What follows belongs to an exercise in optimizing a design on an open flow for small area; a production flow would make more cautious choices.
Only simulation tests tie the RTL to the original design; equivalence was not proved.
No activity file was given, so power comes from the tool's default toggle rates.

==> inputs of maple <==
Design g_tcam_array, start of the top module:
module g_tcam_array #(
    parameter int WIDTH = 32,
    parameter int DEPTH = 32,
    parameter int ADDR_W = $clog2(DEPTH)
) (
    input  logic              clk,
    input  logic              rst,
    input  logic              clr_all,
    input  logic              wr_en,
    input  logic [ADDR_W-1:0] wr_addr,
    input  logic [WIDTH-1:0]  wr_key,
    input  logic [WIDTH-1:0]  wr_mask,
    input  logic              wr_vld,
    input  logic              srch_vld,
    input  logic [WIDTH-1:0]  srch_key,
    output logic              rslt_vld,
    output logic              rslt_hit,
    output logic [ADDR_W-1:0] rslt_addr,
    output logic              rslt_multi,
    output logic [ADDR_W:0]   rslt_cnt
);
    localparam int CNT_W  = ADDR_W + 1;
    logic [WIDTH-1:1]  ok1_q [DEPTH];
    logic [WIDTH-1:1]  ok0_q [DEPTH];
    logic [DEPTH-1:0]  ok1_b0_q, ok0_b0_q;
    logic [WIDTH-1:0]  ok1_d, ok0_d;
    logic [WIDTH-1:0]  ok1_dn, ok0_dn;
    logic [DEPTH-1:0]  match_c;
    logic [WIDTH-1:0]  srch_key_n;
    logic [DEPTH-1:0]  match_q;
    logic              s1_vld_q;
    logic [ADDR_W-1:0] enc_addr;
    logic [CNT_W-1:0]  enc_cnt;
    logic              rslt_vld_q;
    logic [ADDR_W-1:0] rslt_addr_q;
    logic [CNT_W-1:0]  rslt_cnt_q;
    assign srch_key_n = ~srch_key;
    always_comb begin
        ok1_d = wr_mask | wr_key;
        ok0_d = wr_mask | ~wr_key;
        ok1_d[0] = ok1_d[0] & wr_vld;
        ok0_d[0] = ok0_d[0] & wr_vld;
        ok1_dn = ~ok1_d;
        ok0_dn = ~ok0_d;
    end
    for (genvar i = 0; i < DEPTH; i++) begin : g_row
        logic             we, hold, hold_b0;
        logic [WIDTH-1:1] ok1_nx, ok0_nx;
        logic             ok1_b0_nx, ok0_b0_nx;
        assign we      = wr_en && (wr_addr == ADDR_W'(i));
        assign hold    = ~we;
        assign hold_b0 = ~(we || clr_all);
        g_tcam_row_load #(.WIDTH(2 * (WIDTH - 1))) u_load (
            .hold   (hold),
            .new_n  ({ok1_dn[WIDTH-1:1], ok0_dn[WIDTH-1:1]}),
            .old_q  ({ok1_q[i], ok0_q[i]}),
            .next_d ({ok1_nx, ok0_nx})
        );
        g_tcam_row_load #(.WIDTH(2)) u_load_b0 (
  ...
==> module g_tcam_array, before the edit <==
module g_tcam_array #(
    parameter int WIDTH = 32,
    parameter int DEPTH = 32,
    parameter int ADDR_W = $clog2(DEPTH)
) (
    input  logic              clk,
    input  logic              rst,
    input  logic              clr_all,
    input  logic              wr_en,
    input  logic [ADDR_W-1:0] wr_addr,
    input  logic [WIDTH-1:0]  wr_key,
    input  logic [WIDTH-1:0]  wr_mask,
    input  logic              wr_vld,
    input  logic              srch_vld,
    input  logic [WIDTH-1:0]  srch_key,
    output logic              rslt_vld,
    output logic              rslt_hit,
    output logic [ADDR_W-1:0] rslt_addr,
    output logic              rslt_multi,
    output logic [ADDR_W:0]   rslt_cnt
);
    localparam int CNT_W  = ADDR_W + 1;
    logic [WIDTH-1:1]  ok1_q [DEPTH];
    logic [WIDTH-1:1]  ok0_q [DEPTH];
    logic [DEPTH-1:0]  ok1_b0_q, ok0_b0_q;
    logic [WIDTH-1:0]  ok1_d, ok0_d;
    logic [WIDTH-1:0]  ok1_dn, ok0_dn;
    logic [DEPTH-1:0]  match_c;
    logic [WIDTH-1:0]  srch_key_n;
    logic [DEPTH-1:0]  match_q;
    logic              s1_vld_q;
    logic [ADDR_W-1:0] enc_addr;
    logic [CNT_W-1:0]  enc_cnt;
    logic              rslt_vld_q;
    logic [ADDR_W-1:0] rslt_addr_q;
    logic [CNT_W-1:0]  rslt_cnt_q;
    assign srch_key_n = ~srch_key;
    always_comb begin
        ok1_d = wr_mask | wr_key;
        ok0_d = wr_mask | ~wr_key;
        ok1_d[0] = ok1_d[0] & wr_vld;
        ok0_d[0] = ok0_d[0] & wr_vld;
        ok1_dn = ~ok1_d;
        ok0_dn = ~ok0_d;
    end
    for (genvar i = 0; i < DEPTH; i++) begin : g_row
        logic             we, hold, hold_b0;
        logic [WIDTH-1:1] ok1_nx, ok0_nx;
        logic             ok1_b0_nx, ok0_b0_nx;
        assign we      = wr_en && (wr_addr == ADDR_W'(i));
        assign hold    = ~we;
        assign hold_b0 = ~(we || clr_all);
        g_tcam_row_load #(.WIDTH(2 * (WIDTH - 1))) u_load (
            .hold   (hold),
            .new_n  ({ok1_dn[WIDTH-1:1], ok0_dn[WIDTH-1:1]}),
            .old_q  ({ok1_q[i], ok0_q[i]}),
            .next_d ({ok1_nx, ok0_nx})
        );
        g_tcam_row_load #(.WIDTH(2)) u_load_b0 (
            .hold   (hold_b0),
            .new_n  ({ok1_dn[0] || clr_all, ok0_dn[0] || clr_all}),
            .old_q  ({ok1_b0_q[i], ok0_b0_q[i]}),
            .next_d ({ok1_b0_nx, ok0_b0_nx})
        );
        always_ff @(posedge clk) begin
            ok1_q[i] <= ok1_nx;
            ok0_q[i] <= ok0_nx;
        end
        always_ff @(posedge clk or posedge rst) begin
            if (rst) begin
                ok1_b0_q[i] <= 1'b0;
                ok0_b0_q[i] <= 1'b0;
            end else begin
                ok1_b0_q[i] <= ok1_b0_nx;
                ok0_b0_q[i] <= ok0_b0_nx;
            end
        end
    end
    for (genvar i = 0; i < DEPTH; i++) begin : g_ent
        logic [WIDTH-1:0]   ok1_e, ok0_e;
        logic [WIDTH/4-1:0] grp_ok;
        assign ok1_e = {ok1_q[i], ok1_b0_q[i]};
        assign ok0_e = {ok0_q[i], ok0_b0_q[i]};
        for (genvar g = 0; g < WIDTH / 4; g++) begin : g_grp
            g_tcam_match4 u_m4 (
                .s    (srch_key[4*g +: 4]),
                .s_n  (srch_key_n[4*g +: 4]),
                .ok1  (ok1_e[4*g +: 4]),
                .ok0  (ok0_e[4*g +: 4]),
                .ok   (grp_ok[g])
            );
        end
        assign match_c[i] = &grp_ok;
    end
    always_ff @(posedge clk) begin
        match_q <= match_c;
    end
    always_ff @(posedge clk or posedge rst) begin
        if (rst) s1_vld_q <= 1'b0;
        else     s1_vld_q <= srch_vld;
    end
    always_comb begin
        enc_addr = '0;
        enc_cnt  = '0;
        for (int i = DEPTH - 1; i >= 0; i--) begin
            if (match_q[i]) enc_addr = ADDR_W'(i);
        end
        for (int i = 0; i < DEPTH; i++) begin
            enc_cnt = enc_cnt + CNT_W'(match_q[i]);
        end
    end
    always_ff @(posedge clk or posedge rst) begin
        if (rst) begin
            rslt_vld_q  <= 1'b0;
            rslt_addr_q <= '0;
            rslt_cnt_q  <= '0;
        end else begin
            rslt_vld_q  <= s1_vld_q;
            rslt_addr_q <= s1_vld_q ? enc_addr : '0;
            rslt_cnt_q  <= s1_vld_q ? enc_cnt : '0;
        end
    end
    assign rslt_vld   = rslt_vld_q;
    assign rslt_hit   = |rslt_cnt_q;
    assign rslt_addr  = rslt_addr_q;
    assign rslt_multi = |rslt_cnt_q[CNT_W-1:1];
    assign rslt_cnt   = rslt_cnt_q;
endmodule
==> module g_tcam_row_load, before the edit <==
module g_tcam_row_load #(
    parameter int WIDTH = 64
) (
    input  logic             hold,
    input  logic [WIDTH-1:0] new_n,
    input  logic [WIDTH-1:0] old_q,
    output logic [WIDTH-1:0] next_d
);
    assign next_d = (old_q & {WIDTH{hold}}) | (~new_n & {WIDTH{~hold}});
endmodule
==> module g_tcam_match4, before the edit <==
module g_tcam_match4 (
    input  logic [3:0] s,
    input  logic [3:0] s_n,
    input  logic [3:0] ok1,
    input  logic [3:0] ok0,
    output logic       ok
);
    assign ok = &((s_n | ok1) & (s | ok0));
endmodule
==> flow/config.mk <==
export PLATFORM = sky130hd
export DESIGN_NAME = g_tcam_array
export DESIGN_NICKNAME = g_tcam_array
export VERILOG_FILES = /design/flow/design.v
export SDC_FILE = /design/flow/constraint.sdc
export NUM_CORES = 4
export LEC_CHECK = 0
export ABC_AREA = 1
export CAP_MARGIN = 20
export CORE_MARGIN = 2
export CORE_UTILIZATION = 50
export PLACE_DENSITY = 0.6
export SLEW_MARGIN = 20
export SYNTH_HIERARCHICAL = 1
export SYNTH_MINIMUM_KEEP_SIZE = 0
==> flow/constraint.sdc <==
create_clock -name core_clock -period 6.0 [get_ports {clk}]
set_input_delay 1.2000 -clock core_clock [delete_from_list [all_inputs] [get_ports {clk}]]
set_output_delay 1.2000 -clock core_clock [all_outputs]
set_load 0.01 [all_outputs]
standard.sh (not shown) runs the stock make flow with config.mk's settings and CLKGATE_MAP_FILE= SYNTH_SCRIPT=/design/flow/synth_recipe.tcl, a recipe that flattens the netlist after the stock synthesis.
==> flow/flow/run.sh <==
#!/bin/bash
# Own layout flow: the standard ORFS flow (standard.sh) with three changes.
#  - Synthesis uses an area-only ABC mapping script (flow/abc_area.script). Flip-flops are
#    mapped before ABC runs, so the registers, their names and cells are the standard ones.
#  - Ports are buffered with buf_1; repair_design sizes them up where needed.
#  - CTS clusters up to 25 sinks per leaf buffer and adds no dummy loads.
set -euo pipefail
W=$(pwd)
S="$W/own_scripts"
rm -rf "$S"
cp -r "$FLOW_HOME/scripts" "$S"
cp "$W/flow/abc_area.script" "$S/abc_area.script"
bash "$W/standard.sh" \
  SCRIPTS_DIR="$S" \
  ABC_AREA=1 \
  BUFFER_PORTS_ARGS="-buffer_cell sky130_fd_sc_hd__buf_1" \
  CTS_ARGS="-sink_clustering_enable -repair_clock_nets -dont_use_dummy_load -sink_clustering_size 25 -sink_clustering_max_diameter 100" \
  finish > "$W/own_flow_make.log" 2>&1
==> flow/flow/abc_area.script <==
strash
dch
amap
strash
dch
amap
topo
==> inputs of umber, as changes to maple <==
==> flow/design.v (replaced) <==
module g_tcam_array #(
    parameter int WIDTH = 32,
    parameter int DEPTH = 32,
    parameter int ADDR_W = $clog2(DEPTH)
) (
    input  logic              clk,
    input  logic              rst,
    input  logic              clr_all,
    input  logic              wr_en,
    input  logic [ADDR_W-1:0] wr_addr,
    input  logic [WIDTH-1:0]  wr_key,
    input  logic [WIDTH-1:0]  wr_mask,
    input  logic              wr_vld,
    input  logic              srch_vld,
    input  logic [WIDTH-1:0]  srch_key,
    output logic              rslt_vld,
    output logic              rslt_hit,
    output logic [ADDR_W-1:0] rslt_addr,
    output logic              rslt_multi,
    output logic [ADDR_W:0]   rslt_cnt
);
    localparam int CNT_W  = ADDR_W + 1;
    logic [WIDTH-1:0]  ok1_q [DEPTH];
    logic [WIDTH-1:0]  ok0_q [DEPTH];
    logic [DEPTH-1:0]  vld_q;
    logic [WIDTH-1:0]  ok1_d, ok0_d;
    logic [DEPTH-1:0]  match_c;
    logic [DEPTH-1:0]  match_q;
    logic              s1_vld_q;
    logic [ADDR_W-1:0] enc_addr;
    logic [CNT_W-1:0]  enc_cnt;
    logic              rslt_vld_q;
    logic [ADDR_W-1:0] rslt_addr_q;
    logic [CNT_W-1:0]  rslt_cnt_q;
    always_comb begin
        ok1_d = wr_mask | wr_key;
        ok0_d = wr_mask | ~wr_key;
        ok1_d[0] = ok1_d[0] & wr_vld;
        ok0_d[0] = ok0_d[0] & wr_vld;
    end
    for (genvar i = 0; i < DEPTH; i++) begin : g_row
        logic             we;
        logic [WIDTH-1:0] ok1_nx, ok0_nx;
        assign we = wr_en && (wr_addr == ADDR_W'(i));
        g_tcam_row_load #(.WIDTH(2 * WIDTH)) u_load (
            .load   (we),
            .hold   (~we),
            .new_d  ({ok1_d, ok0_d}),
            .old_q  ({ok1_q[i], ok0_q[i]}),
            .next_d ({ok1_nx, ok0_nx})
        );
        always_ff @(posedge clk) begin
            ok1_q[i] <= ok1_nx;
            ok0_q[i] <= ok0_nx;
        end
    end
    always_ff @(posedge clk or posedge rst) begin
        if (rst) begin
            vld_q <= '0;
        end else if (clr_all) begin
            vld_q <= '0;
        end else begin
            for (int i = 0; i < DEPTH; i++) begin
                if (wr_en && (wr_addr == ADDR_W'(i))) vld_q[i] <= 1'b1;
            end
        end
    end
    always_comb begin
        for (int i = 0; i < DEPTH; i++) begin
            match_c[i] = vld_q[i] && (((~srch_key | ok1_q[i]) & (srch_key | ok0_q[i])) == '1);
        end
    end
    always_ff @(posedge clk) begin
        match_q <= match_c;
    end
    always_ff @(posedge clk or posedge rst) begin
        if (rst) s1_vld_q <= 1'b0;
        else     s1_vld_q <= srch_vld;
    end
    always_comb begin
        enc_addr = '0;
        enc_cnt  = '0;
        for (int i = DEPTH - 1; i >= 0; i--) begin
            if (match_q[i]) enc_addr = ADDR_W'(i);
        end
        for (int i = 0; i < DEPTH; i++) begin
            enc_cnt = enc_cnt + CNT_W'(match_q[i]);
        end
    end
    always_ff @(posedge clk or posedge rst) begin
        if (rst) begin
            rslt_vld_q  <= 1'b0;
            rslt_addr_q <= '0;
            rslt_cnt_q  <= '0;
        end else begin
            rslt_vld_q  <= s1_vld_q;
            rslt_addr_q <= s1_vld_q ? enc_addr : '0;
            rslt_cnt_q  <= s1_vld_q ? enc_cnt : '0;
        end
    end
    assign rslt_vld   = rslt_vld_q;
    assign rslt_hit   = |rslt_cnt_q;
    assign rslt_addr  = rslt_addr_q;
    assign rslt_multi = |rslt_cnt_q[CNT_W-1:1];
    assign rslt_cnt   = rslt_cnt_q;
endmodule
module g_tcam_row_load #(
    parameter int WIDTH = 64
) (
    input  logic             load,
    input  logic             hold,
    input  logic [WIDTH-1:0] new_d,
    input  logic [WIDTH-1:0] old_q,
    output logic [WIDTH-1:0] next_d
);
    assign next_d = (new_d & {WIDTH{load}}) | (old_q & {WIDTH{hold}});
endmodule
==> qor summary <==
quantity                                                              umber       maple
Status                                             timing/DRC/antenna clean  timing/DRC/antenna clean
Met3 capacity usage during global routing                            0.1847     0.03495
Combinational Power Share                                             0.182       0.150
Initial core utilization                                             0.5029      0.5023
Switching fraction of total power                                    0.2890      0.2760
Clock latency reported for the late side of the worst-skew pair     0.78 ns     0.75 ns
Adder-cell share of the synthesized area                           0.007872    0.008016
Worst hold margin                                                 0.4367 ns   0.4195 ns
Tapcells                                                               1903        1890
Met1 usage                                                           0.6697      0.4521
Vias post-DR                                                          68450       60670
Met2 track demand over resource in global routing                    0.6717      0.4778
Placed Cells                                                           8282       10180
Multi-input comb cells                                                 3732        5749

-- separate check: timing with driven ports --
The results above use ideal ports. As a check the final layouts listed here were re-extracted and re-timed, cells and wires unchanged.
Step 1, drivers: a clkbuf_16 drives clk and a buf_2 each remaining input, both assumed.
Step 2 times the ports against the registers' clock, not the clock port: input delays grow and output delays shrink by t, the midpoint of the rising clock arrivals with the driver on.
Three values: no drivers, after step 1, after step 2; two values: the first two.
run | t, ns | setup WS [ns] | worst register clock-pin slew, ns
maple | 0.811 | 1.000 / 1.000 / 1.000 | 0.11 / 0.11
umber | 0.838 | 0.847 / 0.847 / 0.847 | 0.11 / 0.11
After both steps setup and hold are still met in every run listed.
